What follows belongs to an exercise in optimizing a design on an open flow for small area, a short achievable clock period and few clock cycles; a production flow would make more cautious choices.
Function was checked by simulation only, so behaviour that the tests miss may differ from the original.
No activity file was given, so power comes from the tool's default toggle rates.

==> design/flow/design.v <==
`default_nettype none
module heq_nrstep #(
  parameter int RW = 27,    
  parameter int CW = 17,    
  parameter int J  = 0
) (
  input  wire  [RW-1:0]   r,
  input  wire  [CW+1:0]   tp,
  input  wire  [CW+1:0]   tn,
  output logic [RW-2:0]   o
);
  localparam int HW = RW - J - 1;    
  localparam int OW = HW - 1;
  logic [HW-1:0] hs;
  assign hs = r[RW-1:J+1] + (r[RW-1] ? tp : tn);    
  if (J > 0) begin : g_low
    assign o = {hs[OW-1:0], r[J:0]};
  end else begin : g_nolow
    assign o = {hs[OW-1:0], r[0]};
  end
endmodule
`default_nettype wire
`default_nettype none
module histogram_equalizer_core #(
  parameter int MAX_PIXELS_LOG2 = 16
) (
  input  wire         clk,
  input  wire         rst,
  input  wire         s_tvalid,
  output logic        s_tready,
  input  wire  [7:0]  s_tdata,
  input  wire         s_tlast,
  input  wire         s_tuser,
  output logic        m_tvalid,
  input  wire         m_tready,
  output logic [7:0]  m_tdata
);
  localparam int CW = MAX_PIXELS_LOG2 + 1;    
  localparam int VW = CW + 9;                 
  localparam int NW = VW + 1;                 
  localparam logic [CW-1:0] CMAX = '1;
  localparam logic [1:0] M_CLEAR = 2'd0;
  localparam logic [1:0] M_RUN   = 2'd1;
  localparam logic [1:0] M_BUILD = 2'd2;
  function automatic logic [15:0] onehot16(input logic [3:0] v);
    onehot16 = 16'd1 << v;
  endfunction
  logic       hv, sv;
  logic [9:0] hd, sd;           
  logic       pop;
  logic       acc;
  logic [9:0] in_item;
  assign s_tready = ~sv;
  assign acc      = s_tvalid & ~sv;
  assign in_item  = {s_tuser, s_tdata, s_tlast & ~s_tuser};
  always_ff @(posedge clk) begin
    if (rst) begin
      hv <= 1'b0;
      sv <= 1'b0;
    end else if (pop) begin
      if (sv) begin
        hd <= sd;
        sv <= 1'b0;
      end else if (acc) begin
        hd <= in_item;
      end else begin
        hv <= 1'b0;
      end
    end else if (acc) begin
      if (hv) begin
        sd <= in_item;
        sv <= 1'b1;
      end else begin
        hd <= in_item;
        hv <= 1'b1;
      end
    end
  end
  logic [1:0] mode;
  logic [8:0] sptr;             
  logic [2:0] occ;              
  logic       issue;            
  logic       build_done;
  logic       xfer;
  assign pop   = hv & (mode == M_RUN) & (~hd[9] | ~occ[2]);
  assign issue = (mode != M_RUN) & ~sptr[8];
  assign xfer  = m_tvalid & m_tready;
  always_ff @(posedge clk) begin
    if (rst) begin
      mode <= M_CLEAR;
      sptr <= '0;
      occ  <= '0;
    end else begin
      occ <= occ + 3'(pop & hd[9]) - 3'(xfer);
      if (issue) begin
        sptr <= sptr + 1'b1;
      end
      case (mode)
        M_CLEAR: if (sptr[8]) mode <= M_RUN;
        M_RUN: begin
          sptr <= '0;
          if (pop & hd[0]) mode <= M_BUILD;
        end
        default: if (build_done) mode <= M_RUN;
      endcase
    end
  end
  logic          v1, m1, w1, e1, s1;    
  logic [7:0]    a1;                    
  logic [15:0]   hlo1, hhi1;            
  logic [15:0]   mlo1, mhi1;            
  logic          v2, m2, w2, e2, s2;
  logic [7:0]    a2;
  logic          f3, f4;                
  logic [CW-1:0] h2;
  logic [7:0]    md2;
  logic          e3;
  logic [15:0]   wlo3, whi3;            
  logic [7:0]    a3;
  logic [CW-1:0] d3;
  logic [VW-1:0] val3;
  logic          w3, w4;
  logic [7:0]    a4;
  logic [CW-1:0] d4;
  logic [7:0]    offm1;                 
  logic [CW-1:0] hist [0:255];
  logic [7:0]    ring [0:255];
  logic [CW-1:0] hgrp [0:15];
  logic [7:0]    mgrp [0:15];
  logic [CW-1:0] rd_h;
  logic [7:0]    rd_m;
  logic [CW-1:0] cur2;
  logic [CW-1:0] inc2;
  logic [CW-1:0] total;
  logic [7:0]    ia;
  logic [7:0]    p1_next;
  always_comb begin
    for (int g = 0; g < 16; g++) begin
      hgrp[g] = '0;
      mgrp[g] = '0;
      for (int k = 0; k < 16; k++) begin
        hgrp[g] = hgrp[g] | (hist[16*g+k] & {CW{hlo1[k]}});
        mgrp[g] = mgrp[g] | (ring[16*g+k] & {8{mlo1[k]}});
      end
    end
    rd_h = '0;
    rd_m = '0;
    for (int g = 0; g < 16; g++) begin
      rd_h = rd_h | (hgrp[g] & {CW{hhi1[g]}});
      rd_m = rd_m | (mgrp[g] & {8{mhi1[g]}});
    end
  end
  always_comb begin
    for (int b = 0; b < CW; b++) begin
      inc2[b] = cur2[b] ^ (&(cur2 | ~((CW'(1) << b) - 1'b1)));
    end
    if (&cur2) inc2 = cur2;
  end
  assign cur2 = f3 ? d3 : (f4 ? d4 : h2);
  assign ia   = issue ? sptr[7:0] : hd[8:1];
  assign p1_next = hd[8:1] + offm1;
  always_ff @(posedge clk) begin
    if (rst) begin
      v1 <= 1'b0;
      v2 <= 1'b0;
      w3 <= 1'b0;
      e3 <= 1'b0;
      w4 <= 1'b0;
    end else begin
      v1 <= pop | issue;
      v2 <= v1;
      w3 <= v2 & w2;
      e3 <= v2 & e2;
      w4 <= w3;
    end
  end
  always_ff @(posedge clk) begin
    a1   <= ia;
    hlo1 <= onehot16(ia[3:0]);
    hhi1 <= onehot16(ia[7:4]);
    mlo1 <= onehot16(p1_next[3:0]);
    mhi1 <= onehot16(p1_next[7:4]);
    m1   <= ~issue & hd[9];
    w1   <= issue | ~hd[9];
    e1   <= issue & (mode == M_BUILD);
    s1   <= issue;
    a2  <= a1;
    m2  <= m1;
    w2  <= w1;
    e2  <= e1;
    s2  <= s1;
    h2  <= rd_h;
    md2 <= rd_m;
    f3  <= v2 & w2 & (a1 == a2);
    f4  <= w3 & (a1 == a3);
    a3   <= a2;
    wlo3 <= onehot16(a2[3:0]);
    whi3 <= (v2 & w2) ? onehot16(a2[7:4]) : 16'd0;
    d3   <= s2 ? '0 : inc2;
    val3 <= (VW'(cur2) << 9) - (VW'(cur2) << 1);
    a4 <= a3;
    d4 <= d3;
  end
  for (genvar j = 0; j < 256; j++) begin : g_hist
    always_ff @(posedge clk) begin
      if (wlo3[j % 16] && whi3[j / 16]) hist[j] <= d3;
    end
  end
  always_ff @(posedge clk) begin
    if (rst || build_done) begin
      total <= '0;
    end else if (v2 && w2 && !s2 && total != CMAX) begin
      total <= total + 1'b1;
    end
  end
  logic          e4, first;
  logic [NW-1:0] n4;
  logic [NW-1:0] nsum;
  assign nsum = NW'(first ? VW'(total) : n4[VW-1:0]) + NW'(val3);
  always_ff @(posedge clk) begin
    if (rst || mode != M_BUILD) begin
      e4    <= 1'b0;
      first <= 1'b1;
    end else begin
      e4 <= e3;
      if (e3) begin
        first <= 1'b0;
        n4    <= {nsum[NW-1] | (n4[NW-1] & ~first), nsum[VW-1:0]};
      end
    end
  end
  localparam int TW = CW + 2;
  logic [TW-1:0] tp, tn;
  always_ff @(posedge clk) begin
    tp <= TW'(total);
    tn <= '0 - TW'(total);
  end
  logic [8:0]  dv;               
  logic [8:0]  dc;               
  logic [7:0]  dq [0:8];         
  logic [26:0] dr8;
  logic [25:0] dr7;
  logic [24:0] dr6;
  logic [23:0] dr5;
  logic [22:0] dr4;
  logic [21:0] dr3;
  logic [20:0] dr2;
  logic [19:0] dr1;
  logic [27:0] n8in;
  logic [26:0] ns8;
  logic [25:0] ns7;
  logic [24:0] ns6;
  logic [23:0] ns5;
  logic [22:0] ns4;
  logic [21:0] ns3;
  logic [20:0] ns2;
  logic [19:0] ns1;
  logic [18:0] ns0;
  assign n8in = {2'b00, n4[VW-1:0]};
  heq_nrstep #(.RW(28), .CW(CW), .J(8)) u_st8 (.r(n8in), .tp(tp), .tn(tn), .o(ns8));
  heq_nrstep #(.RW(27), .CW(CW), .J(7)) u_st7 (.r(dr8),  .tp(tp), .tn(tn), .o(ns7));
  heq_nrstep #(.RW(26), .CW(CW), .J(6)) u_st6 (.r(dr7),  .tp(tp), .tn(tn), .o(ns6));
  heq_nrstep #(.RW(25), .CW(CW), .J(5)) u_st5 (.r(dr6),  .tp(tp), .tn(tn), .o(ns5));
  heq_nrstep #(.RW(24), .CW(CW), .J(4)) u_st4 (.r(dr5),  .tp(tp), .tn(tn), .o(ns4));
  heq_nrstep #(.RW(23), .CW(CW), .J(3)) u_st3 (.r(dr4),  .tp(tp), .tn(tn), .o(ns3));
  heq_nrstep #(.RW(22), .CW(CW), .J(2)) u_st2 (.r(dr3),  .tp(tp), .tn(tn), .o(ns2));
  heq_nrstep #(.RW(21), .CW(CW), .J(1)) u_st1 (.r(dr2),  .tp(tp), .tn(tn), .o(ns1));
  heq_nrstep #(.RW(20), .CW(CW), .J(0)) u_st0 (.r(dr1),  .tp(tp), .tn(tn), .o(ns0));
  always_ff @(posedge clk) begin
    if (rst || mode != M_BUILD) begin
      dv <= '0;
    end else begin
      dv <= {dv[7:0], e4};
    end
    dr8 <= ns8;
    dr7 <= ns7;
    dr6 <= ns6;
    dr5 <= ns5;
    dr4 <= ns4;
    dr3 <= ns3;
    dr2 <= ns2;
    dr1 <= ns1;
    dc    <= {dc[7:0], n4[NW-1] | ~ns8[26]};
    dq[8] <= '0;
    dq[7] <= {~ns7[25], 7'd0};
    dq[6] <= {dq[7][7], ~ns6[24], 6'd0};
    dq[5] <= {dq[6][7:6], ~ns5[23], 5'd0};
    dq[4] <= {dq[5][7:5], ~ns4[22], 4'd0};
    dq[3] <= {dq[4][7:4], ~ns3[21], 3'd0};
    dq[2] <= {dq[3][7:3], ~ns2[20], 2'd0};
    dq[1] <= {dq[2][7:2], ~ns1[19], 1'd0};
    dq[0] <= {dq[1][7:1], ~ns0[18]};
  end
  logic [7:0] lvl;
  logic       ins;
  logic [8:0] icnt;
  assign lvl = dc[8] ? 8'd255 : dq[0];
  assign ins = dv[8];
  assign build_done = (mode == M_BUILD) & icnt[8];
  always_ff @(posedge clk) begin
    if (rst || mode != M_BUILD) begin
      icnt <= '0;
    end else if (ins) begin
      icnt <= icnt + 1'b1;
    end
  end
  always_ff @(posedge clk) begin
    for (int j = 0; j < 255; j++) ring[j] <= ring[j+1];
    ring[255] <= ins ? lvl : ring[0];
    offm1 <= (ins && icnt == 9'd0) ? 8'd254 : offm1 - 1'b1;
  end
  logic [7:0] fq [0:2];
  logic [1:0] frp, fwp;
  logic [1:0] fcnt;
  logic       res_v;
  logic       ofree;
  logic       fpush, fpop;
  assign res_v = v2 & m2;
  assign ofree = ~m_tvalid | m_tready;
  assign fpop  = ofree & (fcnt != 2'd0);
  assign fpush = res_v & ~(ofree & (fcnt == 2'd0));
  always_ff @(posedge clk) begin
    if (rst) begin
      m_tvalid <= 1'b0;
      frp      <= '0;
      fwp      <= '0;
      fcnt     <= '0;
    end else begin
      if (ofree) begin
        if (fcnt != 2'd0) begin
          m_tvalid <= 1'b1;
          m_tdata  <= fq[frp];
        end else if (res_v) begin
          m_tvalid <= 1'b1;
          m_tdata  <= md2;
        end else begin
          m_tvalid <= 1'b0;
        end
      end
      if (fpush) begin
        fq[fwp] <= md2;
        fwp     <= (fwp == 2'd2) ? 2'd0 : fwp + 1'b1;
      end
      if (fpop) frp <= (frp == 2'd2) ? 2'd0 : frp + 1'b1;
      fcnt <= fcnt + 2'(fpush) - 2'(fpop);
    end
  end
endmodule
`default_nettype wire
==> design/flow/flow/run.sh <==
#!/bin/bash
# The standard layout (the standard.sh: standard synthesis, then ORFS to
# finish) with one change: timing repair aims for 6.2 ns of setup slack
# instead of 0, so repair_timing also works on paths that already meet the
# 10 ns clock. Clock, constraints and everything else are as standard.
set -euo pipefail
bash standard.sh SETUP_SLACK_MARGIN=6.2 finish > standard_flow.log 2>&1
==> design/flow/standard.sh <==
#!/bin/bash
# synth_recipe.tcl (not shown) runs the flow's synth.tcl, then flattens the netlist and writes it again
# the make line also repeats each setting of config.mk as NAME=value (left out here)
make -C /OpenROAD-flow-scripts/flow DESIGN_CONFIG=/design/flow/config.mk WORK_HOME=/design/flow/orfs CLKGATE_MAP_FILE= SYNTH_SCRIPT=/design/flow/synth_recipe.tcl "${@:-finish}"
==> design/flow/config.mk <==
export PLATFORM = sky130hd
export DESIGN_NAME = histogram_equalizer_core
export DESIGN_NICKNAME = histogram_equalizer_core
export VERILOG_FILES = /design/flow/design.v
export SDC_FILE = /design/flow/constraint.sdc
export NUM_CORES = 4
export LEC_CHECK = 0
export CAP_MARGIN = 20
export CORE_MARGIN = 2
export CORE_UTILIZATION = 30
export PLACE_DENSITY = 0.5
export SLEW_MARGIN = 20
export SYNTH_MEMORY_MAX_BITS = 16384
==> design/flow/constraint.sdc <==
create_clock -name core_clock -period 10.0 [get_ports {clk}]
set_input_delay 2.0000 -clock core_clock [delete_from_list [all_inputs] [get_ports {clk}]]
set_output_delay 2.0000 -clock core_clock [all_outputs]
set_load 0.01 [all_outputs]
==> metrics.md, run 1 <==
| Metric | Value |
|---|---|
| # setup viols final | `0` |
| Share of layout cells above drive strength 1 | `about an eighth` |
| WL final | `787.2 mm` |
| CTS tree | `yes` |
| GPL Wtd Cong | `between 0.8 and 0.9` |
| DRT antenna net count | `0` |
| CP required | `10690 ps` |
| Residual DRC | `0` |
| Slowest-stage cell, CP | `nand4_1` |
| Dpl cell area | `between 0.2 and 0.3 mm2` |
| Crit-path cells | `buf_4 > buf_6 > a221oi_1 > nand3_1 > o21ai_2 > nand4_1 > nor2_2 > nand4_1` |
| Initial core utilization | `30.05%` |
| Fmax | `roughly 240 MHz` |
| Worst VDD drop | `approximately 220 uV` |
| Max incr delay on CP | `around 670 ps` |
| Post-DR vias/cell | `roughly 5.4` |
| P&R area growth vs syn | `16.04%` |
| Yosys warns | `6` |
| Synthesized area | `approximately 0.24 mm2` |
| Core area | `0.7868 mm2` |
| Syn Inst Count | `~14000` |
| Area of the die | `0.7952 mm2` |
| Cell Pwr Density | `roughly 210 mW/mm2` |
| Clock Sinks | `roughly 7000` |
| EDFF count, synth | `~4400` |
| Final setup margin | `between 5000 and 6000 ps` |
| First-pass GRT wire length | `between 1000 and 1500 mm` |
| Most Frequent Cell on Critical Path | `nand4_1` |
| Ys flop type | `edfxtp_1` |
| Yosys cell types | `between 80 and 90` |
| Leak pwr | `96.55 nW` |
| Fin. max-slew vios | `0` |
| CP endpoint kind | `flip-flop` |
| Clock root cell | `clkbuf_16` |
| # IOs | `24` |
| Sequential-to-total area share from yosys stat | `between 70 and 80%` |
| Period utilization | `roughly two fifths` |
| DP Worst Slack | `around 5400 ps` |
| Sum Neg Setup Slack | `0 ps` |
| Arrival time at the worst endpoint | `4820 ps` |
| Largest net degree at the start of global routing | `194` |
| Final hold vios | `0` |
| Clock skew | `approximately 130 ps` |
| Initial antenna violation count | `60` |
| Num rows | `about 330` |
| Total Routing Usage GR | `a little under a fifth` |
| Worst Setup Path Type | `flip-flop to flip-flop` |
| Vias in the first global route | `136500` |
| CTS max path bufs | `4` |
| Largest fanout on the critical path | `29` |
| Worst Tran Pin Value | `around 1300 ps` |
| Starting DRC count in detailed routing | `about 17000` |
| Htree depth | `6` |
| Hold Buf Count CTS | `0` |
| Die Y | `just under 900 um` |
| PortBufs | `23` |
| Commonest cells after routing, fill and taps aside | `4430 x edfxtp_1, 2527 x dfxtp_1, 1187 x a221oi_1, 1160 x a22o_1, 968 x a22oi_1` |
| Final instance area | `around 0.27 mm2` |
| Filler cells | `about 75000` |
| Max_slew headroom | `around 15%` |
| Critical path startpoint category | `flip-flop` |
| Total iterations of the first detailed-routing run | `6` |
| Syn_nets | `14480` |
| Vias | `between 100k and 150k` |
| Count of max-cap constraint violations | `0` |
| Clock buffer count from CTS | `~690` |
| HP Class | `flip-flop to flip-flop` |
| Commonest non-fill, non-tap cell in the layout | `edfxtp_1` |
| Post-layout min period | `4127 ps` |
| #FFs+latches synth | `7025` |
| DP HPWL | `about 440 mm` |
| Die span in x | `891.7 um` |
| Final layout net count | `between 10000 and 15000` |
| Status | `no timing/DRC/antenna violations` |
| Total gr overflow | `0` |
| Ys async rst share | `0%` |
| Reg clk slew, reported paths | `approximately 60 ps` |
| Avg WL per Cell | `roughly 30 um` |
| Clk latency of the worst-skew pair | `1170 ps` |
| RSZ-0062 raised after global routing | `yes` |
| Mean Syn Cell Area | `around 17 um2` |
## registers in the layout (all words and copies together) (netlist names), 18 cells and up, named ones only
signal,cells
ring,2048
dr6,24
hist,4352
dr7,25
val3,25
fq,24
n4,26
dq,36
dr3,21
dr2,20
dr5,23
dr1,19
dr4,22
tn,18
dr8,26
## layout make-up
class | count | area (um2) | share of cell area [%]
multi-input cells | 6280 | 48150 | 17.55
flip-flops and latches | 7025 | 185200 | 67.50
clock inverters | 297 | 2708 | 0.9869
inverters | 114 | 427.9 | 0.1560
repair buffers | 580 | 5241 | 1.910
clock buffers | 967 | 19270 | 7.023
diodes | 93 | 232.7 | 0.08483
well taps | 10500 | 13130 | 4.787
## critical path: cells and delay by family (launching register included)
family	cells	cell delay (ps)
AND/OR/NAND/NOR	4	1670
AO/OA/AOI/OAI	2	680
flip-flops	1	480
buffers and inverters	2	720
## layer usage
metal	routed length, um	part of all wire, %	GRT usage [%]	vias up
li1	-	-	-	58770
met1	330800	42	25.94	73040
met2	363200	46	30.41	6226
met3	63430	8.1	3.260	1232
met4	29600	3.8	6.543	12
met5	86	0.011	0	-
## what timing repair did
| action | in CTS | in global routing |
|---|---|---|
| resized for setup | 61 | 14 |
| endpoints found under the setup margin | 28 | 11 |
| pin swaps | 7 | 6 |
| buffers inserted | 6 | 3 |
| cloned | 3 | 0 |
## worst paths after layout
| kind | from | slack, ps | to | depth (start not counted) |
|---|---|---|---|---|
| setup / recovery | hlo1[9] | 5870 | h2[9] | 8 |
| setup reg to reg | hlo1[9] | 5870 | h2[9] | 8 |
| hold / removal | ring[199][6] | 300 | ring[198][6] | 0 |
| hold reg to reg | ring[199][6] | 300 | ring[198][6] | 0 |
## where the power goes
part	internal, W	total, W	switching [W]
sequential	0.0306	0.0308	0.000212
clock	0.0143	0.0255	0.0112
combinational	0.000540	0.00189	0.00135
total	0.0454	0.0582	0.0128
## cells in the mapped netlist (6+ instances only)
cell type / number / area share [%]
edfxtp_1: 4430 / 56
dfxtp_1: 2595 / 22
a221oi_1: 1197 / 4.4
a22o_1: 1160 / 4.3
a22oi_1: 970 / 3.1
clkbuf_1: 574 / 0.91
nand4_1: 449 / 1.2
and2_1: 280 / 0.74
nor2_1: 263 / 0.42
buf_1: 243 / 0.39
o21ai_0: 240 / 0.51
nand3_1: 224 / 0.47
ha_1: 209 / 1.1
nand2_1: 188 / 0.30
xnor2_1: 167 / 0.62
mux2_2: 149 / 0.71
a21oi_1: 125 / 0.26
inv_1: 110 / 0.17
nor3_1: 107 / 0.23
xor2_1: 66 / 0.24
nor2b_1: 49 / 0.13
and3_1: 43 / 0.11
nand2b_1: 40 / 0.11
o21a_1: 40 / 0.13
mux2i_1: 39 / 0.17
a21o_1: 38 / 0.12
or3_1: 23 / 0.061
a211oi_1: 19 / 0.060
o21bai_1: 17 / 0.054
nor4_1: 14 / 0.037
a21boi_0: 12 / 0.038
fa_1: 11 / 0.093
o211ai_1: 9 / 0.029
a31oi_1: 8 / 0.021
o22a_1: 8 / 0.030
o31ai_1: 8 / 0.025
nand4b_1: 7 / 0.026
nor3b_1: 7 / 0.022
a2111oi_0: 6 / 0.022
a211o_1: 6 / 0.022
o2111ai_1: 6 / 0.022
or2_2: 6 / 0.016
## cells by family (layout without fill, tap and decap cells)
logic type,count (synthesis),in the layout,synth area share [%]
flip-flops,7025,7025,78.24
AO/OA/AOI/OAI,3917,3917,13.37
AND/OR/NAND/NOR,1720,1720,3.934
buffers and inverters,940,1958,1.511
XOR/XNOR,233,233,0.8632
adder cells (fa/ha/maj),220,220,1.199
multiplexers,190,190,0.8870
other,0,93,0
## stage by stage
| step | hold WS [ps] | util (%) | power (W) | instances |
|---|---|---|---|---|
| after floorplan | 309.6 | - | 0.03227 | 14250 |
| after global placement | 309.8 | 31.97 | 0.03328 | 24480 |
| after detailed placement | 312.1 | 31.99 | 0.03327 | 24480 |
| after CTS | 295.5 | 34.82 | 0.05853 | 25760 |
| after global routing | 301.7 | 34.84 | 0.05980 | 25780 |
| final | 304.9 | 34.87 | 0.05819 | 25850 |
Testbench counts, summed over its fixed seeds: cycles 74,216.
==> inputs of run 2 (changes only) <==
==> design/flow/flow/run.sh (replaced) <==
#!/bin/bash
# The standard layout (the standard.sh: standard synthesis, then ORFS to
# finish) with two changes to how the layout is made:
#  - timing repair aims for 6.2 ns of setup slack instead of 0, so
#    repair_timing also works on paths that already meet the 10 ns clock;
#  - clock tree synthesis clusters up to 25 sinks within 80 um per leaf
#    buffer and inserts no dummy loads (a smaller tree, same latency).
# Clock period, constraints and everything else are as standard.
set -euo pipefail
bash standard.sh SETUP_SLACK_MARGIN=6.2 \
  "CTS_ARGS=-sink_clustering_enable -repair_clock_nets -dont_use_dummy_load -sink_clustering_size 25 -sink_clustering_max_diameter 80" \
  finish > standard_flow.log 2>&1
--- a/design/flow/config.mk
+++ b/design/flow/config.mk
@@ -9,4 +9,4 @@
 export CORE_MARGIN = 2
-export CORE_UTILIZATION = 30
-export PLACE_DENSITY = 0.5
+export CORE_UTILIZATION = 60
+export PLACE_DENSITY = 0.72
 export SLEW_MARGIN = 20
==> run 2 against run 1 <==
Non-clock buffer count decreased by 150. Worst setup slack improved by 44 ps. Combinational power down 4%. Sequential share of layout area increased by 5.8 points. Die area fell by 50%. Global-route usage grew 15 points. Clock power down 44%. Count of clock-buffer cells in the layout fell by 643. Largest power group unchanged. Highest routed layer unchanged.
==> metrics.md, run 2 <==
| Metric | Value |
|---|---|
| Status | `no timing/DRC/antenna violations` |
| Clock root cell | `clkbuf_16` |
| Total iterations of the first detailed-routing run | `9` |
| Filler cells | `26350` |
| EDFF count, synth | `approximately 4400` |
| WHS | `about 300 ps` |
| RR Startpoint | `hlo1[4]` |
| Leak pwr | `slightly below 90 nW` |
| Commonest non-fill, non-tap cell in the layout | `edfxtp_1` |
| Largest family of logic cells by synthesized area | `compound AO/OA/AOI/OAI gates` |
| Largest net degree at the start of global routing | `approximately 180` |
| Synthesized area | `between 0.2 and 0.25 mm2` |
| CTS max path bufs | `4` |
| DP Worst Slack | `5452 ps` |
| Core area | `roughly 0.39 mm2` |
| Top cells by area, synth | `edfxtp_1 56%, dfxtp_1 22%, a221oi_1 4.4%` |
| DRT antenna net count | `0` |
| Ys flop type | `edfxtp_1` |
| GPL Wtd Cong | `around 0.9` |
| Reg area | `roughly 0.19 mm2` |
| Multi-input gate area | `a little under 0.05 mm2` |
| Slowest-stage cell, CP | `o21ai_1` |
| Post-synthesis adder-cell area fraction | `under 10%` |
| Largest fanout on the critical path | `75` |
| Biggest registers after layout | `hist (4352), ring (2048), dq (36)` |
| Yosys top cell by area | `edfxtp_1` |
| Starting DRC count in detailed routing | `approximately 21000` |
| # IOs | `24` |
| Arrival time at the worst endpoint | `4930 ps` |
| Post-DR vias/cell | `7.170` |
| CP required | `between 10000 and 15000 ps` |
| Period utilization | `40.83%` |
| Mean Syn Cell Area | `~17 um2` |
| CP top delay family | `compound AO/OA/AOI/OAI gates` |
| First-pass GRT wire length | `973.1 mm` |
| Residual DRC | `0` |
| HP Class | `flip-flop to flip-flop` |
| Largest register FFs | `~4400` |
| Max incr delay on CP | `a little over 900 ps` |
| #FFs+latches synth | `7025` |
| Final setup margin | `5917 ps` |
| Most Frequent Cell on Critical Path | `nand4_1` |
| Clock Sinks | `7025` |
| Cell Pwr Density | `roughly 190 mW/mm2` |
| Clock skew | `between 80 and 90 ps` |
| Critical path startpoint category | `flip-flop` |
| Hold Buf Count CTS | `0` |
| Biggest register | `hist` |
| CTS tree | `yes` |
| Crit-path cells | `buf_12 > buf_4 > a22oi_1 > nand4_1 > o21ai_1 > nand4_1 > nor2_1 > nand4_1` |
| Yosys cell types | `85` |
| Clock buffer count from CTS | `324` |
| R2r worst-path depth | `8` |
| # setup viols final | `0` |
| DP HPWL | `between 300 and 400 mm` |
| Compound-cell area share of the yosys netlist | `13.37%` |
| Num rows | `230` |
| RSZ-0062 raised after global routing | `yes` |
| Worst Setup Path Type | `flip-flop to flip-flop` |
| Vias in the first global route | `between 100k and 150k` |
| Most frequent cell after synthesis | `edfxtp_1` |
| Syn Inst Count | `around 14000` |
| Area of the die | `0.3991 mm2` |
| PortBufs | `23` |
| Initial core utilization | `between 60% and 70%` |
| Count of max-cap constraint violations | `0` |
| Min-delay src | `ring[54][5]` |
| P&R area growth vs syn | `6.810%` |
| Simple-gate area share of the yosys netlist | `under 10%` |
| Final total power | `0.04676 W` |
| Avg WL per Cell | `35.39 um` |
| Ys async rst share | `0%` |
| Final layout net count | `roughly 14000` |
| Worst Tran Pin Value | `1385 ps` |
| Commonest cells after routing, fill and taps aside | `4430 x edfxtp_1, 2538 x dfxtp_1, 1187 x a221oi_1, 1160 x a22o_1, 968 x a22oi_1` |
| Buf+Inv Stages, Crit Path | `2` |
| FF-to-FF End | `h2[9]` |
| Post-synth top area share | `56.27%` |
| Htree depth | `5` |
| Sum Neg Setup Slack | `0 ps` |
| Share of layout cells above drive strength 1 | `under 10%` |
| Vias | `roughly 140k` |
| CP endpoint kind | `flip-flop` |
| Total Routing Usage GR | `33.74%` |
| Min-Delay Endpoint | `ring[53][5]` |
| Final hold vios | `0` |
| WL final | `about 700 mm` |
| Multiplexer share of the synthesized area | `less than 1%` |
| Worst VDD drop | `171.4 uV` |
| Sequential-to-total area share from yosys stat | `slightly below 80%` |
| Fmax | `around 240 MHz` |
| Clk latency of the worst-skew pair | `a little under 1000 ps` |
| Dpl cell area | `0.2438 mm2` |
| Reg clk slew, reported paths | `about 90 ps` |
| Post-layout min period | `~4000 ps` |
| Fin. max-slew vios | `0` |
| Yosys warns | `6` |
| Final instance area | `roughly 0.25 mm2` |
| Initial antenna violation count | `48` |
| Xor and xnor fraction of the mapped netlist area | `less than 1%` |
| Total gr overflow | `0` |
| Die Y | `631.7 um` |
| Die span in x | `about 630 um` |
| Max_slew headroom | `roughly 7.6%` |
| FF-to-FF setup slack | `between 5000 and 6000 ps` |
| Commonest cells in the netlist | `4430 x edfxtp_1, 2595 x dfxtp_1, 1197 x a221oi_1, 1160 x a22o_1, 970 x a22oi_1` |
| Worst hold stages | `0` |
| Syn_nets | `approximately 14000` |
-- run 2: metrics by stage --
stage | cells | util [%]
2_1_floorplan | 14250 | -
3_3_place_gp | 19040 | 62.08
3_5_place_dp | 19060 | 62.17
4_1_cts | 19380 | 64.25
5_1_grt | 19410 | 64.35
6_report | 19460 | 64.38
-- run 2: power by group --
group | internal (W) | total, W | switching, W
Combinational | 0.000523 | 0.00181 | 0.00129
Sequential | 0.0305 | 0.0307 | 0.000212
Clock | 0.00581 | 0.0142 | 0.00840
-- run 2: what timing repair did --
action | CTS | global route
buffers inserted | 1 | 2
pin swaps | 1 | 2
endpoints found under the setup margin | 26 | 21
endpoints found under the hold margin | 0 | 0
resized for setup | 25 | 20
-- run 2: final cells by class --
type	instances	share of cell area (%)
Clock buffer	324	3.211
Antenna cell	64	0.06342
Tap cell	5220	2.586
Multi-Input combinational cell	6280	19.07
Inverter	114	0.1695
Timing Repair Buffer	430	1.567
Sequential cell	7025	73.33
-- run 2: logic make-up (layout without fill, tap and decap cells) --
group / count (synthesis) / after routing
adder cells (fa/ha/maj): 220 / 220
XOR/XNOR: 233 / 233
AND/OR/NAND/NOR: 1720 / 1720
AO/OA/AOI/OAI: 3917 / 3917
multiplexers: 190 / 190
flip-flops: 7025 / 7025
buffers and inverters: 940 / 868
other: 0 / 64
-- run 2: worst max path at each step --
stage / startpoint / endpoint / slack, ps / depth (start not counted)
3_3_place_gp: rst / n4[1] / 5510 / 4
6_report: hlo1[4] / h2[9] / 5920 / 8
5_1_grt: hlo1[4] / h2[15] / 5960 / 8
4_1_cts: d3[9] / val3[25] / 6180 / 12
2_1_floorplan: d3[3] / val3[25] / 6160 / 9
3_5_place_dp: rst / n4[2] / 5450 / 4
-- run 2: per-layer routing --
metal  track usage [%]  vias to the layer above  part of all wire (%)
met3             7.972                     2038                    13
met5                 0                        -                 0.033
met2             52.74                    10210                    45
li1                  -                    56960                     -
met1             43.62                    70260                    35
met4             19.27                       26                   6.8
==> inputs of run 3 (changes only) <==
--- a/design/flow/design.v
+++ b/design/flow/design.v
@@ -13,4 +13,6 @@
   localparam int OW = HW - 1;
-  logic [HW-1:0] hs;
-  assign hs = r[RW-1:J+1] + (r[RW-1] ? tp : tn);    
+  logic [HW-1:0] hp, hn, hs;
+  assign hp = r[RW-1:J+1] + tp;
+  assign hn = r[RW-1:J+1] + tn;
+  assign hs = r[RW-1] ? hp : hn;
   if (J > 0) begin : g_low
@@ -82,5 +84,9 @@
   logic       issue;            
+  logic       tail;             
+  logic [8:0] icnt;             
   logic       build_done;
   logic       xfer;
-  assign pop   = hv & (mode == M_RUN) & (~hd[9] | ~occ[2]);
+  assign tail  = (mode == M_BUILD) & sptr[8];
+  assign pop   = hv & (((mode == M_RUN) & (~hd[9] | ~occ[2])) |
+                       (tail & (hd[9] ? (~occ[2] & (icnt > {1'b0, hd[8:1]})) : ~hd[0])));
   assign issue = (mode != M_RUN) & ~sptr[8];
@@ -114,3 +120,2 @@
   logic          f3, f4;                
-  logic [CW-1:0] h2;
   logic [7:0]    md2;
@@ -129,3 +134,6 @@
   logic [7:0]    mgrp [0:15];
-  logic [CW-1:0] rd_h;
+  logic [CW-1:0] rd_hq [0:3];           
+  logic [CW-1:0] h2q [0:3];
+  logic [CW-1:0] b3;
+  logic          e3v;
   logic [7:0]    rd_m;
@@ -145,6 +153,8 @@
     end
-    rd_h = '0;
+    for (int q = 0; q < 4; q++) begin
+      rd_hq[q] = '0;
+      for (int g = 4*q; g < 4*q+4; g++) rd_hq[q] = rd_hq[q] | (hgrp[g] & {CW{hhi1[g]}});
+    end
     rd_m = '0;
     for (int g = 0; g < 16; g++) begin
-      rd_h = rd_h | (hgrp[g] & {CW{hhi1[g]}});
       rd_m = rd_m | (mgrp[g] & {8{mhi1[g]}});
@@ -158,3 +168,3 @@
   end
-  assign cur2 = f3 ? d3 : (f4 ? d4 : h2);
+  assign cur2 = f3 ? d3 : (f4 ? d4 : (h2q[0] | h2q[1] | h2q[2] | h2q[3]));
   assign ia   = issue ? sptr[7:0] : hd[8:1];
@@ -191,3 +201,3 @@
     s2  <= s1;
-    h2  <= rd_h;
+    for (int q = 0; q < 4; q++) h2q[q] <= rd_hq[q];
     md2 <= rd_m;
@@ -199,3 +209,3 @@
     d3   <= s2 ? '0 : inc2;
-    val3 <= (VW'(cur2) << 9) - (VW'(cur2) << 1);
+    b3   <= cur2;
     a4 <= a3;
@@ -209,3 +219,3 @@
   always_ff @(posedge clk) begin
-    if (rst || build_done) begin
+    if (rst || (issue && mode == M_BUILD && sptr[7:0] == 8'hFF)) begin
       total <= '0;
@@ -221,2 +231,10 @@
     if (rst || mode != M_BUILD) begin
+      e3v <= 1'b0;
+    end else begin
+      e3v <= e3;
+    end
+    val3 <= (VW'(b3) << 9) - (VW'(b3) << 1);
+  end
+  always_ff @(posedge clk) begin
+    if (rst || mode != M_BUILD) begin
       e4    <= 1'b0;
@@ -224,4 +242,4 @@
     end else begin
-      e4 <= e3;
-      if (e3) begin
+      e4 <= e3v;
+      if (e3v) begin
         first <= 1'b0;
@@ -234,4 +252,6 @@
   always_ff @(posedge clk) begin
-    tp <= TW'(total);
-    tn <= '0 - TW'(total);
+    if (!tail) begin
+      tp <= TW'(total);
+      tn <= '0 - TW'(total);
+    end
   end
@@ -295,3 +315,2 @@
   logic       ins;
-  logic [8:0] icnt;
   assign lvl = dc[8] ? 8'd255 : dq[0];
--- a/design/flow/flow/run.sh
+++ b/design/flow/flow/run.sh
@@ -3,3 +3,3 @@
 # finish) with two changes to how the layout is made:
-#  - timing repair aims for 6.2 ns of setup slack instead of 0, so
+#  - timing repair aims for 6.4 ns of setup slack instead of 0, so
 #    repair_timing also works on paths that already meet the 10 ns clock;
@@ -9,3 +9,3 @@
 set -euo pipefail
-bash standard.sh SETUP_SLACK_MARGIN=6.2 \
+bash standard.sh SETUP_SLACK_MARGIN=6.4 \
   "CTS_ARGS=-sink_clustering_enable -repair_clock_nets -dont_use_dummy_load -sink_clustering_size 25 -sink_clustering_max_diameter 80" \
--- a/design/flow/config.mk
+++ b/design/flow/config.mk
@@ -9,4 +9,4 @@
 export CORE_MARGIN = 2
-export CORE_UTILIZATION = 60
-export PLACE_DENSITY = 0.72
+export CORE_UTILIZATION = 55
+export PLACE_DENSITY = 0.68
 export SLEW_MARGIN = 20
==> run 3 against run 2 <==
Sequential power grew 1%. First-iteration DRC count fell by 10%. Final cell count up 4.3%. Routed wire length down 3.8%. Synthesized cell count up 2.1%. Sequential share of layout area is 0.12 points lower. Count of clock-buffer cells in the layout is 8 higher. Sequential cell count grew 69. Clock power is essentially flat. Critical endpoint is now h2q[2][13].
==> metrics.md, run 3 <==
| Metric | Value |
|---|---|
| HP Class | `flip-flop to flip-flop` |
| DRT antenna net count | `0` |
| Fmax | `roughly 270 MHz` |
| Final core occ | `between 50% and 60%` |
| Syn Inst Count | `roughly 15000` |
| Mean Syn Cell Area | `16.39 um2` |
| CTS max path bufs | `4` |
| Worst Setup Path Type | `flip-flop to flip-flop` |
| CP required | `around 11000 ps` |
| Status | `no timing/DRC/antenna violations` |
| Cell Pwr Density | `between 150 and 200 mW/mm2` |
| Final hold vios | `0` |
| Min-delay src | `dr6[5]` |
| Clock skew | `approximately 93 ps` |
| Yosys cell types | `75` |
| Initial core utilization | `about 55%` |
| Commonest non-fill, non-tap cell in the layout | `edfxtp_1` |
| Clock buffer count from CTS | `~330` |
| Fin. max-slew vios | `0` |
| Syn_nets | `about 15000` |
| Count of max-cap constraint violations | `0` |
| Leak pwr | `around 90 nW` |
| DP HPWL | `365.4 mm` |
| Clock root cell | `clkbuf_16` |
| Vias in the first global route | `132300` |
| Vias | `137100` |
| Commonest cells after routing, fill and taps aside | `4464 x edfxtp_1, 2561 x dfxtp_1, 1506 x a22oi_1, 888 x a221oi_1, 878 x a22o_1` |
| Comb power frac | `between 3 and 4%` |
| Residual DRC | `0` |
| Biggest register | `hist` |
| Crit path from | `hlo1[3]` |
| EDFF count, synth | `4464` |
| Num rows | `241` |
| Hold Buf Count CTS | `0` |
| Yosys top cell by area | `edfxtp_1` |
| Clk latency of the worst-skew pair | `~1000 ps` |
| Reg clk slew, reported paths | `around 100 ps` |
| PortBufs | `23` |
| Synthesized area | `roughly 0.24 mm2` |
| Biggest registers after layout | `hist (4352), ring (2048), h2q (68)` |
| Critical path startpoint category | `flip-flop` |
| Post-synth top area share | `a little under three fifths` |
| RR Startpoint | `hlo1[3]` |
| Commonest cells in the netlist | `4464 x edfxtp_1, 2630 x dfxtp_1, 1506 x a22oi_1, 888 x a221oi_1, 878 x a22o_1` |
| GPL Wtd Cong | `~0.84` |
| Post-DR vias/cell | `just under 7` |
| Top cells by area, synth | `edfxtp_1 56%, dfxtp_1 22%, a22oi_1 4.7%` |
| Avg WL per Cell | `about 33 um` |
| Yosys warns | `8` |
| Clock Sinks | `~7100` |
| Period utilization | `36.49%` |
| First-pass GRT wire length | `around 940 mm` |
| Largest register FFs | `~4400` |
| Worst VDD drop | `150.8 uV` |
| Die Y | `~660 um` |
| Die span in x | `between 600 and 700 um` |
| Total Routing Usage GR | `approximately 30%` |
| Sequential-to-total area share from yosys stat | `78.30%` |
| RSZ-0062 raised after global routing | `yes` |
| Share of layout cells above drive strength 1 | `7.373%` |
| Clock network fraction of total power | `30.7%` |
| Register share of total power | `66.0%` |
| Sum Neg Setup Slack | `0 ps` |
| Htree depth | `5` |
| # IOs | `24` |
| #FFs+latches synth | `7094` |
| Total gr overflow | `0` |
| Final total power | `0.04711 W` |
| Area of the die | `approximately 0.44 mm2` |
| Starting DRC count in detailed routing | `19000` |
| Ys async rst share | `0%` |
| CTS tree | `yes` |
| Post-layout min period | `around 3600 ps` |
| Largest fanout on the critical path | `36` |
| Arrival time at the worst endpoint | `around 4600 ps` |
| WL final | `between 600 and 700 mm` |
| # setup viols final | `0` |
| Total iterations of the first detailed-routing run | `6` |
| Largest net degree at the start of global routing | `260` |
| Worst Tran Pin Value | `1297 ps` |
| Final layout net count | `about 15000` |
| Int Pwr | `about 0.037 W` |
| CP endpoint kind | `flip-flop` |
| P&R area growth vs syn | `7.075%` |
| FF-to-FF setup slack | `between 6000 and 7000 ps` |
| Net Sw Frac | `20.76%` |
| WHS | `around 280 ps` |
| NetSw | `just under 0.01 W` |
| Initial antenna violation count | `37` |
| Ys flop type | `edfxtp_1` |
| Max_slew headroom | `between 10 and 15%` |
| Core area | `between 0.4 and 0.5 mm2` |
| Most frequent cell after synthesis | `edfxtp_1` |
[run 3: cell count changes after synthesis, sizes merged, moves of 34 or more]
| cell | previous run | this run |
|---|---|---|
| a22o | 1160 | 878 |
| a221oi | 1197 | 888 |
| edfxtp | 4430 | 4464 |
| clkbuf | 577 | 620 |
| o21ai | 247 | 371 |
| dfxtp | 2595 | 2630 |
| a22oi | 970 | 1506 |
| nand4 | 449 | 414 |
| nand3 | 224 | 412 |
| nor3 | 107 | 72 |
| buf | 249 | 202 |
[run 3: routing by layer]
metal	vias to the layer above	routed length, um	part of all wire, %	track usage [%]
met3	1230	70240	11	5.510
met1	70180	257700	39	40.33
met5	-	115	0.017	0
li1	57840	-	-	-
met2	7794	307600	46	46.70
met4	16	26870	4.1	10.84
[run 3: through the flow]
| stage | cell area (um2) | instances | setup slack, ps |
|---|---|---|---|
| 4_1_cts | 254900 | 20220 | 6343 |
| 6_report | 255300 | 20290 | 6351 |
| 3_3_place_gp | 246500 | 19870 | 5655 |
| 5_1_grt | 255200 | 20230 | 6336 |
| 3_5_place_dp | 246600 | 19880 | 5769 |
| 2_1_floorplan | 238500 | 14550 | 6418 |
[run 3: logic make-up (layout without fill, tap and decap cells)]
group	after synthesis	count (layout)	share of synthesized area [%]
other	0	65	0
AO/OA/AOI/OAI	3984	3984	13.01
XOR/XNOR	242	242	0.8889
adder cells (fa/ha/maj)	228	228	1.231
buffers and inverters	946	910	1.497
AND/OR/NAND/NOR	1871	1871	4.221
flip-flops	7094	7094	78.30
multiplexers	184	184	0.8501
[run 3: final timing paths]
| path | end | cells after the start |
|---|---|---|
| hold / removal | dr5[5] | 0 |
| setup reg to reg | h2q[2][13] | 8 |
| setup / recovery | h2q[2][13] | 8 |
| hold reg to reg | dr5[5] | 0 |
[run 3: final cells by class]
cell class	instances	area, um2
Timing Repair Buffer	454	4041
Clock buffer	332	8308
Tap cell	5710	7144
Multi-Input combinational cell	6509	48270
Antenna cell	65	162.7
Inverter	124	469.2
Fill cell	32090	175900
Sequential cell	7094	186900
[run 3: what timing repair did]
item                                    CTS  global route
pin swaps                                 0             1
setup buffers                             2             1
endpoints found under the hold margin     0             0
resized for setup                        35            14
endpoints found under the setup margin   13            14
[run 3: power by group through the flow]
stage                     registers [W]  logic [W]  clock network (W)
final                            0.0311    0.00156             0.0145
after global routing             0.0311    0.00166             0.0155
after CTS                        0.0311    0.00153             0.0146
after detailed placement         0.0317    0.00153                  0
after global placement           0.0317    0.00152                  0
after floorplan                  0.0316    0.00102                  0
[run 3: worst max-delay path, cell delays in order, from the launching register on]
cell,delay [ps]
dfxtp_4,880
buf_4,530
buf_4,660
buf_4,600
a22o_1,230
a221oi_1,50
nand4_1,180
a22oi_1,230
nand3_1,210
Testbench counts of run 3, summed over its fixed seeds: cycles 73,832.
==> inputs of run 4 (changes only) <==
--- a/design/flow/design.v
+++ b/design/flow/design.v
@@ -125,2 +125,3 @@
   logic [CW-1:0] d3;
+  logic [CW-1:0] d3q [0:3];             
   logic [VW-1:0] val3;
@@ -209,2 +210,3 @@
     d3   <= s2 ? '0 : inc2;
+    for (int q = 0; q < 4; q++) d3q[q] <= (s2 || a2[7:6] != 2'(q)) ? '0 : inc2;
     b3   <= cur2;
@@ -215,3 +217,3 @@
     always_ff @(posedge clk) begin
-      if (wlo3[j % 16] && whi3[j / 16]) hist[j] <= d3;
+      if (wlo3[j % 16] && whi3[j / 16]) hist[j] <= d3q[j / 64];
     end
--- a/design/flow/flow/run.sh
+++ b/design/flow/flow/run.sh
@@ -3,3 +3,3 @@
 # finish) with two changes to how the layout is made:
-#  - timing repair aims for 6.4 ns of setup slack instead of 0, so
+#  - timing repair aims for 6.2 ns of setup slack instead of 0, so
 #    repair_timing also works on paths that already meet the 10 ns clock;
@@ -9,3 +9,3 @@
 set -euo pipefail
-bash standard.sh SETUP_SLACK_MARGIN=6.4 \
+bash standard.sh SETUP_SLACK_MARGIN=6.2 \
   "CTS_ARGS=-sink_clustering_enable -repair_clock_nets -dont_use_dummy_load -sink_clustering_size 25 -sink_clustering_max_diameter 80" \
--- a/design/flow/config.mk
+++ b/design/flow/config.mk
@@ -9,4 +9,4 @@
 export CORE_MARGIN = 2
-export CORE_UTILIZATION = 55
-export PLACE_DENSITY = 0.68
+export CORE_UTILIZATION = 60
+export PLACE_DENSITY = 0.72
 export SLEW_MARGIN = 20
==> run 4 against run 3 <==
Now fails the layout checks on antenna violations. Core utilization rose by 5.0 points. Clock skew rose by 26 ps. Final cell count fell by 1.8%. Register-to-register slack got worse by 60 ps. Synthesized area rose by 0.50%. Die area fell by 7.8%. Largest cell class unchanged. Largest power group unchanged.
==> metrics.md, run 4 <==
| Metric | Value |
|---|---|
| Total gr overflow | `0` |
| GPL Wtd Cong | `between 0.8 and 0.9` |
| Clock skew | `approximately 120 ps` |
| Fmax | `about 270 MHz` |
| Sum Neg Setup Slack | `0 ps` |
| Largest register FFs | `between 4000 and 5000` |
| WL final | `663.3 mm` |
| Ys flop type | `edfxtp_1` |
| Leak pwr | `86.53 nW` |
| Synthesized area | `roughly 0.24 mm2` |
| PortBufs | `23` |
| Syn Inst Count | `14600` |
| Period utilization | `37.09%` |
| Clock Sinks | `slightly above 7000` |
| Slowest-stage cell, CP | `dfxtp_2` |
| Initial antenna violation count | `between 50 and 60` |
| Post-layout min period | `3709 ps` |
| Fin. max-slew vios | `0` |
| Dpl cell area | `about 0.25 mm2` |
| Final layout net count | `roughly 15000` |
| Final instance area | `roughly 0.26 mm2` |
| Vias in the first global route | `around 130k` |
| Post-CTS Setup Bufs | `0` |
| Final hold vios | `0` |
| Residual DRC | `0` |
| Clock buffer count from CTS | `330` |
| Placed Cells | `19500` |
| Finished Layout Cells | `roughly 20000` |
| Initial core utilization | `approximately three fifths` |
| EDFF count, synth | `approximately 4500` |
| Commonest cells in the netlist | `4464 x edfxtp_1, 2698 x dfxtp_1, 1487 x a22oi_1, 897 x a221oi_1, 884 x a22o_1` |
| Max_slew headroom | `around 18%` |
| Worst Tran Pin Value | `between 1000 and 1500 ps` |
| Core area | `around 0.4 mm2` |
| Most frequent cell after synthesis | `edfxtp_1` |
| Yosys top cell by area | `edfxtp_1` |
| CP endpoint kind | `output pin` |
| Share of layout cells above drive strength 1 | `roughly 7.7%` |
| CTS tree | `yes` |
| Crit path from | `sv` |
| Vias | `roughly 140k` |
| Buf+Inv Stages, Crit Path | `2` |
| Avg WL per Cell | `around 33 um` |
| Biggest register | `hist` |
| Clock root cell | `clkbuf_16` |
| Status | `failed layout checks` |
| Die Y | `between 600 and 700 um` |
| Total Routing Usage GR | `31.93%` |
| Filler cells | `~28000` |
| # IOs | `24` |
| Mean Syn Cell Area | `~16 um2` |
| Post-synth top area share | `between 50 and 60%` |
| Largest net degree at the start of global routing | `between 100 and 150` |
| Crit-path cells | `inv_1 > dlygate4sd2_1` |
| Area of the die | `between 0.4 and 0.5 mm2` |
| Sequential-to-total area share from yosys stat | `roughly 80%` |
| Commonest cells after routing, fill and taps aside | `4464 x edfxtp_1, 2577 x dfxtp_1, 1487 x a22oi_1, 897 x a221oi_1, 884 x a22o_1` |
| Cell Pwr Density | `185.4 mW/mm2` |
| Ys async rst share | `0%` |
| Largest fanout on the critical path | `4` |
| Syn_nets | `14840` |
| Post-DR vias/cell | `approximately 7` |
| Num rows | `roughly 230` |
| Total iterations of the first detailed-routing run | `8` |
| # setup viols final | `0` |
| Final setup margin | `about 6300 ps` |
| Min-delay src | `ring[6][0]` |
| Worst VDD drop | `approximately 140 uV` |
| Starting DRC count in detailed routing | `about 21000` |
| CP top delay family | `buffers and inverters` |
| DRT antenna net count | `2` |
| Die span in x | `636.0 um` |
| Commonest non-fill, non-tap cell in the layout | `edfxtp_1` |
| RR Startpoint | `h2q[1][0]` |
| #FFs+latches synth | `a little over 7000` |
| Yosys cell types | `73` |
| CTS max path bufs | `4` |
| CP required | `roughly 8000 ps` |
| Clk latency of the worst-skew pair | `between 1000 and 1500 ps` |
| HP Class | `flip-flop to flip-flop` |
| Layout Check Fails | `antenna violations` |
| First-pass GRT wire length | `between 900 and 1000 mm` |
| Worst Setup Path Type | `flip-flop to output pin` |
| Arrival time at the worst endpoint | `1710 ps` |
| Biggest registers after layout | `hist (4352), ring (2048)` |
| DP Worst Slack | `approximately 5500 ps` |
| Reg clk slew, reported paths | `about 90 ps` |
| Yosys warns | `9` |
| Count of max-cap constraint violations | `0` |
| DP HPWL | `365.7 mm` |
| Critical path startpoint category | `flip-flop` |
| P&R area growth vs syn | `6.798%` |
| RSZ-0062 raised after global routing | `yes` |
| Htree depth | `5` |
| Top cells by area, synth | `edfxtp_1 56%, dfxtp_1 23%, a22oi_1 4.7%` |
| Max incr delay on CP | `~350 ps` |
-- run 4: cell count changes after synthesis, moves of 12 or more --
cell / previous run / this run
a211oi_1: 22 / 10
a21o_1: 21 / 43
a22oi_1: 1506 / 1487
buf_1: 194 / 180
clkbuf_1: 619 / 637
dfxtp_1: 2630 / 2698
inv_1: 123 / 111
nand3_1: 412 / 399
nor2_1: 287 / 339
or3_1: 27 / 13
xor2_1: 54 / 75
-- run 4: what timing repair did --
item	4_1_cts	5_1_grt
hold buffers	0	0
gates resized for setup	11	10
setup endpoints to repair	13	27
-- run 4: cells by family (layout without fill, tap and decap cells) --
family,count (synthesis),count (layout),share of synthesized area (%)
buffers and inverters,936,900,1.470
AOI/OAI and AO/OA,3976,3976,12.93
DFF,7162,7162,78.48
adders and majority gates,228,228,1.225
and+or+nand+nor,1861,1861,4.123
muxes,179,179,0.8245
xor gates and xnor gates,259,259,0.9467
other,0,97,0
-- run 4: stage by stage --
stage                     hold WS (ps)  utilization [%]  total power, W
after detailed placement         312.1            62.03         0.03367
after global placement           310.2            62.01         0.03365
after global routing             269.5            64.18         0.04855
after CTS                        282.9            64.10         0.04746
final                            266.8            64.21         0.04746
after floorplan                  309.6                -         0.03294
-- run 4: power breakdown --
group	switching [W]	internal (W)	total [W]
clock	0.00850	0.00592	0.0144
combinational	0.00113	0.000578	0.00171
sequential	0.000223	0.0311	0.0313
total	0.00985	0.0376	0.0475
-- run 4: cell type report --
class / count / area, um2 / area share, %
repair buffers: 457 / 3909 / 1.527
diodes: 97 / 242.7 / 0.09485
clock buffers: 330 / 8258 / 3.227
multi-input cells: 6503 / 48130 / 18.81
inverters: 113 / 424.2 / 0.1657
flip-flops and latches: 7162 / 188400 / 73.60
well taps: 5265 / 6588 / 2.574
-- run 4: worst reg2reg max path: stages, from the launching register on --
cell and delay, ps:
dfxtp_1 790, nor4_1 150, nor2_1 120, a21oi_1 50, o21ai_0 470, ha_1 320, nand4_1 170, inv_1 120
nand3_1 200, and2_1 250, xnor2_1 800, nor2_1 120
-- run 4: routing by layer --
layer / global-route usage, % / vias to the layer above / share of wire (%)
met4: 12.38 / 22 / 4.4
met2: 50.17 / 9299 / 46
met3: 7.000 / 1516 / 12
met5: 0 / - / 0.021
li1: - / 57870 / -
met1: 43.94 / 70440 / 37
-- run 4: path summary, 6_finish.rpt --
path | slack (ps) | depth (start not counted) | to
setup / recovery | 6290 | 2 | s_tready
setup reg to reg | 6290 | 11 | d3q[0][5]
hold / removal | 270 | 0 | ring[5][0]
hold reg to reg | 270 | 0 | ring[5][0]
Testbench counts of run 4, summed over its fixed seeds: cycles 73,832.

## static timing again, ports no longer ideal
No port has a modelled driver above. Below, the same layouts with a new extraction and two added sets of constraints. Step 1 sets driving cells, clkbuf_16 on the clock port and buf_2 on the other inputs (assumed; they add their load-dependent delay and slew). Step 2, shift: input delay + t, output delay - t, t = (earliest + latest rising clock arrival at the registers) / 2. This alone moves slack from input paths to output paths. Slacks: ideal / step 1 / step 2; pairs: ideal / step 1.
run	t (ns)	setup slack, ns	worst register clock-pin slew, ns	worst data-port slew with drivers (ns)	cell pins on the clock port's net
run 1	1.242	5.873 / 5.873 / 5.705	0.07 / 0.07	0.04	1
run 2	1.058	5.917 / 5.917 / 5.728	0.10 / 0.10	0.04	1
run 3	1.093	6.351 / 6.351 / 5.744	0.10 / 0.10	0.04	1
run 4	1.085	6.291 / 6.164 / 5.740	0.10 / 0.10	0.09	1
The setup slack of run 3, which loses most, moves by 0.000 ns with the drivers and by -0.607 ns with both steps.
